Background: an optimization exercise with open tools, aiming at small area and a short achievable clock period. Do not read the settings as production practice.
The RTL was checked by simulation tests, not by an equivalence proof against the original design.
Power is estimated from default activity; no workload was simulated.

[design/flow/config.mk]
export PLATFORM = sky130hd
export DESIGN_NAME = elastic_memory_responder
export DESIGN_NICKNAME = elastic_memory_responder
export VERILOG_FILES = /design/flow/design.v
export SDC_FILE = /design/flow/constraint.sdc
export NUM_CORES = 4
export LEC_CHECK = 0
export CAP_MARGIN = 20
export CORE_MARGIN = 2
export CORE_UTILIZATION = 40
export SLEW_MARGIN = 20
[design/flow/constraint.sdc]
create_clock -name core_clock -period 5.0 [get_ports {clk}]
set_input_delay 1.0000 -clock core_clock [delete_from_list [all_inputs] [get_ports {clk}]]
set_output_delay 1.0000 -clock core_clock [all_outputs]
set_load 0.01 [all_outputs]
[design/flow/design.v]
package elastic_memory_responder_pkg;
  localparam int DATA_WIDTH        = 16;
  localparam int ADDRESS_WIDTH     = 10;
  localparam int LOAD_CYCLE        = 3;
  localparam int DEFAULT_MEM_DEPTH = 256;
endpackage
module memory_array
#(
  parameter int DATA_WIDTH    = elastic_memory_responder_pkg::DATA_WIDTH,
  parameter int ADDRESS_WIDTH = elastic_memory_responder_pkg::ADDRESS_WIDTH,
  parameter int MEM_DEPTH     = elastic_memory_responder_pkg::DEFAULT_MEM_DEPTH
) (
  input  logic                     clk,
  input  logic                     i_we,
  input  logic [ADDRESS_WIDTH-1:0] i_waddr,
  input  logic [DATA_WIDTH-1:0]    i_wdata,
  input  logic [ADDRESS_WIDTH-1:0] i_raddr,
  output logic [DATA_WIDTH-1:0]    o_rdata
);
  localparam int IDX_W = (MEM_DEPTH > 1) ? $clog2(MEM_DEPTH) : 1;
  localparam logic [ADDRESS_WIDTH:0] DEPTH_L = (ADDRESS_WIDTH + 1)'(MEM_DEPTH);
  logic [DATA_WIDTH-1:0] r_mem [MEM_DEPTH];
  logic                  w_wr_ok;
  logic                  w_rd_ok;
  assign w_wr_ok = ({1'b0, i_waddr} < DEPTH_L);
  assign w_rd_ok = ({1'b0, i_raddr} < DEPTH_L);
  always_ff @(posedge clk) begin
    if (i_we && w_wr_ok) begin
      r_mem[i_waddr[IDX_W-1:0]] <= i_wdata;
    end
  end
  assign o_rdata = w_rd_ok ? r_mem[i_raddr[IDX_W-1:0]] : '0;
endmodule
module elastic_memory_responder
#(
  parameter int DATA_WIDTH    = elastic_memory_responder_pkg::DATA_WIDTH,
  parameter int ADDRESS_WIDTH = elastic_memory_responder_pkg::ADDRESS_WIDTH,
  parameter int MEM_DEPTH     = elastic_memory_responder_pkg::DEFAULT_MEM_DEPTH,
  parameter int READ_CYCLE    = elastic_memory_responder_pkg::LOAD_CYCLE
) (
  input  logic                     clk,
  input  logic                     reset,
  input  logic                     start_exec,
  input  logic                     init_write,
  input  logic [ADDRESS_WIDTH-1:0] init_address,
  input  logic [DATA_WIDTH-1:0]    init_data,
  input  logic                     req_valid,
  output logic                     req_stop,
  input  logic                     req_write,
  input  logic [ADDRESS_WIDTH-1:0] req_address,
  input  logic [DATA_WIDTH-1:0]    req_write_data,
  output logic                     resp_valid,
  input  logic                     resp_stop,
  output logic [DATA_WIDTH-1:0]    resp_data
);
  typedef enum logic [1:0] {
    ST_IDLE      = 2'd0,
    ST_READ_WAIT = 2'd1,
    ST_RESPOND   = 2'd2
  } state_t;
  localparam int CNT_W = (READ_CYCLE > 1) ? $clog2(READ_CYCLE) : 1;
  state_t                  r_state;
  state_t                  w_next_state;
  logic                    r_exec_en;
  logic [CNT_W-1:0]        r_cnt;
  logic [DATA_WIDTH-1:0]   r_rdata;
  logic                    w_req_stop;
  logic                    w_resp_valid;
  logic                    w_req_fire;
  logic                    w_resp_fire;
  logic                    w_rd_fire;
  logic                    w_wr_fire;
  logic                    w_init_we;
  logic                    w_mem_we;
  logic [ADDRESS_WIDTH-1:0] w_mem_waddr;
  logic [DATA_WIDTH-1:0]   w_mem_wdata;
  logic [DATA_WIDTH-1:0]   w_mem_rdata;
  assign w_req_fire  = req_valid & ~w_req_stop;
  assign w_resp_fire = w_resp_valid & ~resp_stop;
  assign w_rd_fire   = w_req_fire & ~req_write;
  assign w_wr_fire   = w_req_fire & req_write;
  always_ff @(posedge clk) begin
    if (reset) begin
      r_exec_en <= 1'b0;
    end else if (start_exec) begin
      r_exec_en <= 1'b1;
    end
  end
  always_ff @(posedge clk) begin
    if (reset) begin
      r_state <= ST_IDLE;
    end else begin
      r_state <= w_next_state;
    end
  end
  always_comb begin
    w_next_state = r_state;
    case (r_state)
      ST_IDLE: begin
        if (w_rd_fire) begin
          w_next_state = (READ_CYCLE == 1) ? ST_RESPOND : ST_READ_WAIT;
        end
      end
      ST_READ_WAIT: begin
        if (r_cnt == CNT_W'(1)) begin
          w_next_state = ST_RESPOND;
        end
      end
      ST_RESPOND: begin
        if (w_resp_fire) begin
          w_next_state = ST_IDLE;
        end
      end
      default: w_next_state = ST_IDLE;
    endcase
  end
  always_comb begin
    w_req_stop   = 1'b1;
    w_resp_valid = 1'b0;
    case (r_state)
      ST_IDLE:    w_req_stop   = ~r_exec_en;
      ST_RESPOND: w_resp_valid = 1'b1;
      default: begin
        w_req_stop   = 1'b1;
        w_resp_valid = 1'b0;
      end
    endcase
  end
  always_ff @(posedge clk) begin
    if (reset) begin
      r_cnt   <= '0;
      r_rdata <= '0;
    end else if (w_rd_fire) begin
      r_cnt   <= CNT_W'(READ_CYCLE - 1);
      r_rdata <= w_mem_rdata;
    end else if (r_state == ST_READ_WAIT && r_cnt != '0) begin
      r_cnt <= r_cnt - CNT_W'(1);
    end
  end
  assign w_init_we   = init_write & ~r_exec_en;
  assign w_mem_we    = w_init_we | w_wr_fire;
  assign w_mem_waddr = w_init_we ? init_address : req_address;
  assign w_mem_wdata = w_init_we ? init_data : req_write_data;
  memory_array #(
    .DATA_WIDTH    (DATA_WIDTH),
    .ADDRESS_WIDTH (ADDRESS_WIDTH),
    .MEM_DEPTH     (MEM_DEPTH)
  ) u_memory_array (
    .clk     (clk),
    .i_we    (w_mem_we),
    .i_waddr (w_mem_waddr),
    .i_wdata (w_mem_wdata),
    .i_raddr (req_address),
    .o_rdata (w_mem_rdata)
  );
  assign req_stop   = w_req_stop;
  assign resp_valid = w_resp_valid;
  assign resp_data  = r_rdata;
endmodule
[design/flow/run.sh]
#!/bin/bash
# synth_recipe.tcl (not shown) runs the flow's synth.tcl, then flattens the netlist and writes it again
# the make line also repeats each setting of config.mk as NAME=value (left out here)
make -C /OpenROAD-flow-scripts/flow DESIGN_CONFIG=/design/flow/config.mk WORK_HOME=/design/flow/orfs CLKGATE_MAP_FILE= SYNTH_SCRIPT=/design/flow/synth_recipe.tcl finish
==> results.txt <==
==> placed cells by master, fill, tap and decap left out, types with 118 or more instances in the layout <==
cell type	count
buf_4	580
edfxtp_1	4096
mux4_2	778
clkbuf_16	417
o221ai_1	216
nor2_1	271
nand2_1	118
o22ai_1	154
mux2i_1	608
a21oi_1	176
==> flip-flops by register name, summed over array words and instances, names as in the netlist <==
register	count
u_memory_array.r_mem	4096
r_rdata	16
r_cnt	2
r_state	2
r_exec_en	1
==> final timing paths <==
kind	slack, ns	end	startpoint
worst max-delay path	1.12	r_rdata[1]	req_address[0]
worst min-delay path	0.48	r_rdata[6]	r_rdata[6]
worst max register to register	1.46	u_memory_array.r_mem[16][12]	r_exec_en
worst min register to register	0.48	r_rdata[6]	r_rdata[6]
==> final cells by class <==
type	instances	share of cell area (%)
sequential	4117	67.1
multi-input combinational	2924	18.0
clock buffer	511	5.88
timing repair buffer	767	4.01
tap	5242	3.57
clock inverter	245	1.35
antenna	14	0.0191
inverter	5	0.0143
==> synth_stat cells, types with 3 or more instances <==
cell          n  area share, %
nor2_1      303           0.72
a22o_1       20           0.11
mux4_2      778             11
a32o_1        8          0.050
nor3b_1       3          0.014
a41oi_1       5          0.028
o21ai_0      69           0.22
a22oi_1      66           0.31
a21oi_1     176           0.56
nor2b_1      24          0.095
buf_1        49           0.12
edfxtp_1   4096             78
mux2i_1     608            3.8
o211ai_1     12          0.057
or4_1         4          0.019
a32oi_1       7          0.039
nand2b_1     11          0.043
or2_2         7          0.028
clkbuf_1    190           0.45
o22ai_1     154           0.61
buf_4        89           0.42
nand3_1      38           0.12
or3_1        15          0.059
nor3_1       70           0.22
and2_1        7          0.028
o2111ai_1    15          0.083
inv_1         4         0.0095
o221ai_1    216            1.2
mux2_2       16           0.11
buf_6        37           0.26
nor4_1       34           0.13
o31ai_1       3          0.014
a211oi_1     62           0.29
nand2_1     139           0.33
dfxtp_1      21           0.27
a31oi_1      12          0.047
nand3b_1     12          0.057
buf_2        79           0.25
buf_12        3          0.038
a221oi_1     12          0.066
==> kinds of logic after synthesis <==
logic type / share of synthesized area [%]
AOI/OAI and AO/OA: 3.71
adders and majority gates: 0.0158
buffers and inverters: 1.56
xor gates and xnor gates: 0.00552
and+or+nand+nor: 1.90
DFF: 77.8
muxes: 15.0
==> report_power, final <==
group / total, mW / switching, mW / internal (mW) / leakage (nW)
Combinational: 4.41 / 3.02 / 1.39 / 15.1
Clock: 30.6 / 13.1 / 17.5 / 6.43
Sequential: 38.4 / 0.0102 / 38.4 / 37.1
==> stage by stage <==
step	TNS [ns]	utilization (%)	cells	setup WS [ns]	hold slack, ns
2_1_floorplan	-831.00	-	7494	-0.541	0.478
3_3_place_gp	0	43.1	13100	0.00310	0.460
3_5_place_dp	0	43.1	13100	0.210	0.467
4_1_cts	0	46.5	13800	1.26	0.481
5_1_grt	0	46.5	13800	1.08	0.501
6_report	0	46.5	13800	1.12	0.476
==> layer usage <==
| layer | up-vias | wire length (µm) |
|---|---|---|
| met5 | - | 55 |
| met4 | 8 | 18200 |
| met3 | 701 | 35100 |
| met2 | 3837 | 212000 |
| met1 | 43700 | 178000 |
| li1 | 33100 | - |
==> flow_summary.toml <==
[floorplan]
core_area_um2 = 395000
start_util_pct = 40.1
fp.dieArea_um2 = 402000
row_count = 231
die_y_um = 634
num_io_pins = 77
die_x_um = 634

[clock_tree]
clock_latency_ns = 0.99
clock_path_buffers = 4
hold_buffers = 0
cts_buffers = 411
post_cts_resized = 0
cts-root-buf = "clkbuf_16"
clk_pin_slew_ns = 0.06
cts_tree = "yes"
clock-sinks = 4117
postCtsSetupRepairBufs = 0
htree_levels = 5

[setup_path]
critPathMostFrequentCell = "buf_4"
crit_chain = "buf_16 > buf_12 > buf_12 > buf_4 > nand2b_1 > o221ai_1 > o21ai_0 > o21ai_0 > nor4_1 > buf_4 > nor4_1 > buf_4 > a32o_1"
arrival_ns = 4.75
startpoint_type = "input port"
critical_path.top_delay_family = "buffers and inverters"
path_depth = 13
end_kind = "flop"
worstRegToRegCells = 7
cp_slowest_cell = "nor4_1"
max_stage_delay_ns = 0.50
worst-path-buf-inv = 6
critical_path_required_ns = 5.86
worstSetupPathType = "in2reg"
critPathMaxFanout = 36

[synthesis]
synth.distinct_cells = 54
synth-seq-area-share_pct = 77.8
syn_nets = 7555
avgSynthCellArea_um2 = 21.2
async_flop_share_pct = 0
ys.flop_type = "edfxtp_1"
synth_seq_cells = 4117
yosys_warnings = 2
syn_inst = 7494
synth-edff-count = 4096
synth_area_um2 = 159000

[timing]
fmax_mhz = 258
relSlewSlack_pct = 15.7
setup-violations-final = 0
hold_viol = 0
finalClockSkew_ns = 0.0621
post-route-period-util_pct = 77.7
post-route-min-period_ns = 3.88
slew_viol_final = 0
tightest_slew_ns = 1.25
rsz0062_at_grt = "false"

[layout]
drive_above_1_share_pct = 24.9
regArea_um2 = 123000
fin_area_um2 = 184000
layout.nets = 8287
fill_cells = 32500
multi_input_area_um2 = 33100
synthToLayoutAreaGrowth_pct = 15.9

[detailed_routing]
routed-via-count = 81400
wire_per_inst_um = 32.1
wl_mm = 443
first_pass_iters = 6
remaining_drc_errors = 0
ant_nets = 0
via_per_inst = 5.89
drtIter0Drc = 10800

[grt]
grt_overflow = 0
use_met3_pct = 3.32
grt_pass1_wl_mm = 621
grt_start_max_net_pins = 128
grt_usage_pct = 21.7
grt_pass1_vias = 80300
use_met2_pct = 35.1
antenna_found_initial = 29
top_usage_layer = "met2"
met1_usage_pct = 30.0

[power_and_ir_drop]
peakVddDrop_uv = 373
powerDensity_nw_per_um2 = 399
p_leak_nw = 58.6
p_total_mw = 73.4

[placed_design]
gp_congestion = 0.924
place_area_um2 = 170000
io_buffers = 76
dpl.hpwl_mm = 280

[run_status]
outcome = "timing/DRC/antenna clean"

[min_path]
hold_path.class = "reg2reg"
hold_depth = 1

[run]
cap_violations = 0

## separate check: timing with driven ports
The flow's constraints put no driver on any port. The routed layout listed below was extracted and timed again, unchanged, in two steps. Step 1 (the two cells are an assumption about what drives the block):
set clk [get_ports {clk}]
set_driving_cell -lib_cell sky130_fd_sc_hd__clkbuf_16 $clk
set_driving_cell -lib_cell sky130_fd_sc_hd__buf_2 [delete_from_list [all_inputs] $clk]
Step 2 moves the port delays by t, midway between the first and last clock arrival at a register: inputs arrive t later, outputs are due t later. That takes back most of the time a late clock gives input paths. Slacks: no drivers / after step 1 / after step 2; pairs: no drivers / after step 1.
t, ns: 1.064
setup WS [ns]: 1.117 / 1.137 / 0.073
worst setup path after step 2: input to register
latest minus earliest clock arrival (ns): 0.068 / 0.068
pins driven straight from the clock port: 1
After both steps this run still meets setup and hold. The setup slack of this run moves by +0.020 ns with the drivers and by -1.044 ns with both steps.
